Context: an optimization exercise on an open-source flow, tuned for small area. The choices shown serve that exercise and are no tape-out recipe. Only simulation tests tie the RTL to the original design; equivalence was not proved. Power is estimated from default activity; no workload was simulated.

main:
==> flow/design.v (excerpt) <==
module maze_game_top(clock, reset, pixel_tick, player_x, player_y, direction, colour, x_out, y_out, stop, player_reset);
  input clock;
  wire clock;
  input reset;
  wire reset;
  input pixel_tick;
  wire pixel_tick;
  input [7:0] player_x;
  wire [7:0] player_x;
  input [6:0] player_y;
  wire [6:0] player_y;
  input [3:0] direction;
  wire [3:0] direction;
  output [5:0] colour;
  wire [5:0] colour;
  output [7:0] x_out;
  wire [7:0] x_out;
  output [6:0] y_out;
  wire [6:0] y_out;
  output stop;
  reg stop;
  output player_reset;
  wire player_reset;
  wire [9:0] _0000_;
  wire _0001_;
  wire _0002_;
  wire _0003_;
  wire _0004_;
  wire _0005_;
  wire _0006_;
  wire _0007_;
  wire _0008_;
  wire _0009_;
  wire _0010_;
  wire _0011_;
  wire _0012_;
  wire _0013_;
  wire _0014_;
  wire _0015_;
  wire _0016_;
  wire _0017_;
  wire _0018_;
  wire _0019_;
  wire _0020_;
  wire _0021_;
  wire _0022_;
  wire _0023_;
  wire _0024_;
  wire _0025_;
  wire _0026_;
  wire _0027_;
  wire _0028_;
  wire _0029_;
  wire _0030_;
  wire _0031_;
  wire _0032_;
  wire _0033_;
  wire _0034_;
  wire _0035_;
  wire _0036_;
  wire _0037_;
  wire _0038_;
  wire _0039_;
  wire _0040_;
  wire _0041_;
  wire _0042_;
  wire _0043_;
  wire _0044_;
  wire _0045_;
  wire _0046_;
  wire _0047_;
  wire _0048_;
  wire _0049_;
  wire _0050_;
  wire _0051_;
  wire _0052_;
  wire _0053_;
  wire _0054_;
  wire _0055_;
  wire _0056_;
  wire _0057_;
  wire _0058_;
  wire _0059_;
  wire _0060_;
  wire _0061_;
  wire _0062_;
  wire _0063_;
  wire _0064_;
  wire _0065_;
  wire _0066_;
  wire _0067_;
  wire _0068_;
  wire _0069_;
  wire _0070_;
  wire _0071_;
  wire _0072_;
  wire _0073_;
  wire _0074_;
  wire _0075_;
  wire _0076_;
  wire _0077_;
  wire _0078_;
  wire _0079_;
  wire _0080_;
  wire _0081_;
  wire _0082_;
  wire _0083_;
  wire _0084_;
  wire _0085_;
  wire _0086_;
  wire _0087_;
  wire _0088_;
  wire _0089_;
  wire _0090_;
  wire _0091_;
  wire _0092_;
  wire _0093_;
  wire _0094_;
  wire _0095_;
  wire _0096_;
  wire _0097_;
  wire _0098_;
  wire _0099_;
  wire _0100_;
  wire _0101_;
  wire _0102_;
  wire _0103_;
  wire _0104_;
  ...
Size in the first run: about 310 cells after synthesis, roughly 45 I/O pins, ~0.0017 mm2 of cells after synthesis.
clock: 14.0 ns
lec_check: 0
cap_margin: 20
cell_pad_in_sites_detail_placement: 1
cell_pad_in_sites_global_placement: 2
core_margin: 2
core_utilization: 30
cts_buf_list: sky130_fd_sc_hd__clkbuf_4
cts_cluster_diameter: 500
cts_cluster_size: 30
place_density: 0.45
slew_margin: 20
synth_memory_max_bits: 8192
standard.sh (not shown) runs the stock make flow with config.mk's settings and CLKGATE_MAP_FILE= SYNTH_SCRIPT=/design/flow/synth_recipe.tcl, a recipe that flattens the netlist after the stock synthesis.
==> flow/flow/run.sh <==
#!/bin/bash
# Own layout flow: the standard flow (standard.sh) with three changes:
#  - synthesis runs the standard flow's own script (synth_recipe.tcl, so the registers are the
#    standard synthesis's) but ABC maps the logic with an area-oriented script
#    (flow/area.abc) instead of the speed script, and without the delay target;
#  - no full/half-adder extraction before ABC (ADDER_MAP_FILE empty);
#  - the port buffers are the smallest buffer, sky130_fd_sc_hd__buf_1.
# Every tool's output goes to own_flow.log here, and ORFS's own logs to orfs/logs.
set -euo pipefail
W=$(pwd)
cat > "$W/own_synth.tcl" <<EOT
proc abc {args} {
	set i [lsearch -exact \$args -script]
	if {\$i >= 0} {
		set args [lreplace \$args \$i [expr {\$i + 1}] -script {$W/flow/area.abc}]
	}
	set j [lsearch -exact \$args -D]
	if {\$j >= 0} {
		set args [lreplace \$args \$j [expr {\$j + 1}]]
	}
	yosys abc {*}\$args
}
source {$W/synth_recipe.tcl}
EOT
grep -q 'SYNTH_SCRIPT=[^ ]*synth_recipe.tcl' standard.sh
sed -e "s#SYNTH_SCRIPT=[^ ]*synth_recipe.tcl#SYNTH_SCRIPT=$W/own_synth.tcl ADDER_MAP_FILE= 'BUFFER_PORTS_ARGS=-buffer_cell sky130_fd_sc_hd__buf_1'#" standard.sh > own.sh
bash own.sh finish > own_flow.log 2>&1
==> flow/flow/area.abc <==
strash
dch -f
map -a
strash
dch -f
map -a
topo
main: PASS, flow complete, no timing, DRC or antenna violations
Edits applied to the flow inputs when going from main to the feature branch:
Settings: CTS_CLUSTER_DIAMETER: 500 -> unset; CTS_CLUSTER_SIZE: 30 -> unset.
## What came out
The feature branch against main: clock transition at the register clock pins on the worst setup and hold paths after CTS now sits at about the same level, design area comparable, combinational cell fraction of total power level. Comparing main with the feature branch, the detailed route wirelength on metal2 came out essentially unchanged. The feature branch against main: via count of the first global-routing pass held; routed metal-1 wire length saw little to no change; layout-stage area growth over the synthesis result essentially unchanged; number of hold-slack violations in the final timing report neither gained nor lost much. There was hardly any difference in final cell count without fillers between main and the feature branch.

==> afterwards: timing with drivers on the ports <==
How much do the figures lean on ideal ports? The routed layouts below were timed once more, with nothing changed but the port constraints. Step 1 assumes that a clkbuf_16 drives the clock port and a buf_2 every other input. Step 2, shift: input delay + t, output delay - t, t = (earliest + latest rising clock arrival at the registers) / 2. This alone moves slack from input paths to output paths. a / b / c = ideal / step 1 / step 2; a / b = the first two.
run | t (ns) | slack for setup (ns) | slew at the worst register clock pin (ns) | pins driven straight from the clock port
main | 0.316 | 7.431 / 7.410 / 7.410 | 0.10 / 0.10 | 1
the feature branch | 0.316 | 7.431 / 7.410 / 7.410 | 0.10 / 0.10 | 1
After both steps setup and hold are still met in every run listed.
